What follows belongs to an exercise in optimizing a design on an open flow for small area; a production flow would make more cautious choices. The RTL was checked by simulation tests, not by an equivalence proof against the original design. Power figures rest on the tool's default switching activity, not on a simulated workload.

Design ctiQueue, start of the top module:
module ctiQueue
(
	input logic clk,
	input logic reset,
	input logic recover_i,
	input logic stall_i,
	input logic fetchReady_i,
	input logic [3:0] ctrlVector_i,
	input logic [135:0] fetchSlots_i,
	output logic [15:0] ctiTags_o,
	input logic resolveValid_i,
	input logic [36:0] resolve_i,
	input logic [3:0] commitVector_i,
	output logic updateEn_o,
	output logic [66:0] update_o,
	output logic queueFull_o
);
For scale: ~2,600 cells after synthesis, about 1,100 flip-flops, about 270 I/O pins, about 43,000 sq um of cells after synthesis.
clock: 7.0 ns
lec_check: 0
cap_margin: 20
core_margin: 2
core_utilization: 80
slew_margin: 20
standard.sh (not shown) runs the stock make flow with config.mk's settings and CLKGATE_MAP_FILE= SYNTH_SCRIPT=/design/flow/synth_recipe.tcl, a recipe that flattens the netlist after the stock synthesis.
==> flow/flow/run.sh <==
#!/bin/bash
# The standard layout (the standard.sh: standard synthesis, then ORFS to the final layout),
# with these changes:
# - port buffers are sky130_fd_sc_hd__buf_1 instead of the delay cell buffer_ports picks;
# - clock tree synthesis uses clkbuf_4 with small sink clusters (9 sinks, 35 um) and inserts no dummy loads.
# make's full output goes to flow_make.log here; each ORFS step keeps its own log under orfs/logs.
set -euo pipefail
bash standard.sh \
	"BUFFER_PORTS_ARGS=-buffer_cell sky130_fd_sc_hd__buf_1" \
	"CTS_ARGS=-sink_clustering_enable -repair_clock_nets -dont_use_dummy_load -buf_list sky130_fd_sc_hd__clkbuf_4 -sink_clustering_size 9 -sink_clustering_max_diameter 35" \
	finish > flow_make.log 2>&1
The baseline finished with timing, DRC and antenna clean.
Change:
--- a/flow/flow/run.sh
+++ b/flow/flow/run.sh
@@ -5 +5 @@
-# - clock tree synthesis uses clkbuf_4 with small sink clusters (9 sinks, 35 um) and inserts no dummy loads.
+# - clock tree synthesis uses clkbuf_4 with smaller sink clusters and inserts no dummy loads.
@@ -10 +10 @@
-	"CTS_ARGS=-sink_clustering_enable -repair_clock_nets -dont_use_dummy_load -buf_list sky130_fd_sc_hd__clkbuf_4 -sink_clustering_size 9 -sink_clustering_max_diameter 35" \
+	"CTS_ARGS=-sink_clustering_enable -repair_clock_nets -dont_use_dummy_load -buf_list sky130_fd_sc_hd__clkbuf_4 -sink_clustering_size 10 -sink_clustering_max_diameter 40" \
After rerunning: The new run went through all stages and came out clean. Core utilization falls by 0.21 points. Count of clock-buffer cells in the layout falls by 17. Global-route usage is about the same.
Change:
==> flow/run.sh (new file) <==
#!/bin/bash
# synth_recipe.tcl (not shown) runs the flow's synth.tcl, then flattens the netlist and writes it again
# the make line also repeats each setting of config.mk as NAME=value (left out here)
make -C /OpenROAD-flow-scripts/flow DESIGN_CONFIG=/design/flow/config.mk WORK_HOME=/design/flow/orfs CLKGATE_MAP_FILE= SYNTH_SCRIPT=/design/flow/synth_recipe.tcl finish
Settings changed: CORE_UTILIZATION 80 to 70.
removed: flow/flow/run.sh
removed: flow/standard.sh
After rerunning:
- utilization shrinks by 4.0 points
- power rises by 19%
- routed wire length is higher by about 0.9%
- setup slack got worse by 740 ps
- critical path depth is unchanged
- area after synthesis does not change
- worst hold slack improved by 6.6 ps
- via count shrinks by about 2.4%
- cell area is higher by about 9%
- cell count rises by 3.8%
- global-route usage shrinks by 5.9 points
Change:
==> flow/flow/run.sh (new file) <==
#!/bin/bash
# The standard layout (the standard.sh: standard synthesis, then ORFS to the final layout),
# with these changes:
# - port buffers are sky130_fd_sc_hd__buf_1 instead of the delay cell buffer_ports picks;
# - clock tree synthesis inserts no dummy loads;
# - power recovery after global routing downsizes gates on paths with slack.
# make's full output goes to flow_make.log here; each ORFS step keeps its own log under orfs/logs.
set -euo pipefail
bash standard.sh \
	"BUFFER_PORTS_ARGS=-buffer_cell sky130_fd_sc_hd__buf_1" \
	"CTS_ARGS=-sink_clustering_enable -repair_clock_nets -dont_use_dummy_load" \
	RECOVER_POWER=100 \
	finish > flow_make.log 2>&1
==> flow/standard.sh (new file) <==
#!/bin/bash
# synth_recipe.tcl (not shown) runs the flow's synth.tcl, then flattens the netlist and writes it again
# the make line also repeats each setting of config.mk as NAME=value (left out here)
make -C /OpenROAD-flow-scripts/flow DESIGN_CONFIG=/design/flow/config.mk WORK_HOME=/design/flow/orfs CLKGATE_MAP_FILE= SYNTH_SCRIPT=/design/flow/synth_recipe.tcl "${@:-finish}"
removed: flow/run.sh
Outcome:
- This time the run finished with max-capacitance violations, max-slew violations left
- total power fell by a few percent
- wire length is lower slightly
- cell count fell by a few percent
- die area is unchanged
- worst setup slack gets better by 200 ps
- via count shrinks slightly
- synthesized area does not change
- cell area decreases by a few percent
- hold slack degrades by 8.2 ps
- combinational power is lower by a few percent
- sequential power is about the same

==> re-timing with driven ports <==
No port has a modelled driver above. Below, the same layouts with a new extraction and two added sets of constraints.
Step 1, drivers: a clkbuf_16 drives clk and a buf_2 each remaining input, both assumed.
Step 2, shift: input delay + t, output delay - t, t = (earliest + latest rising clock arrival at the registers) / 2. This alone moves slack from input paths to output paths.
a / b / c = ideal ports / drivers / drivers and shift; a / b = the first two.
run	shift t [ns]	slack for setup (ns)	pins driven straight from the clock port
the first run	1.083	1.196 / 1.177 / 0.872	1
the second run	1.109	1.186 / 1.166 / 0.932	1
the third run	0.722	0.447 / 0.425 / 0.425	1
the fourth run	0.695	0.650 / 0.577 / 0.155	1
For the fourth run, which loses most, drivers alone change the setup slack by -0.073 ns; drivers and shift together by -0.495 ns.
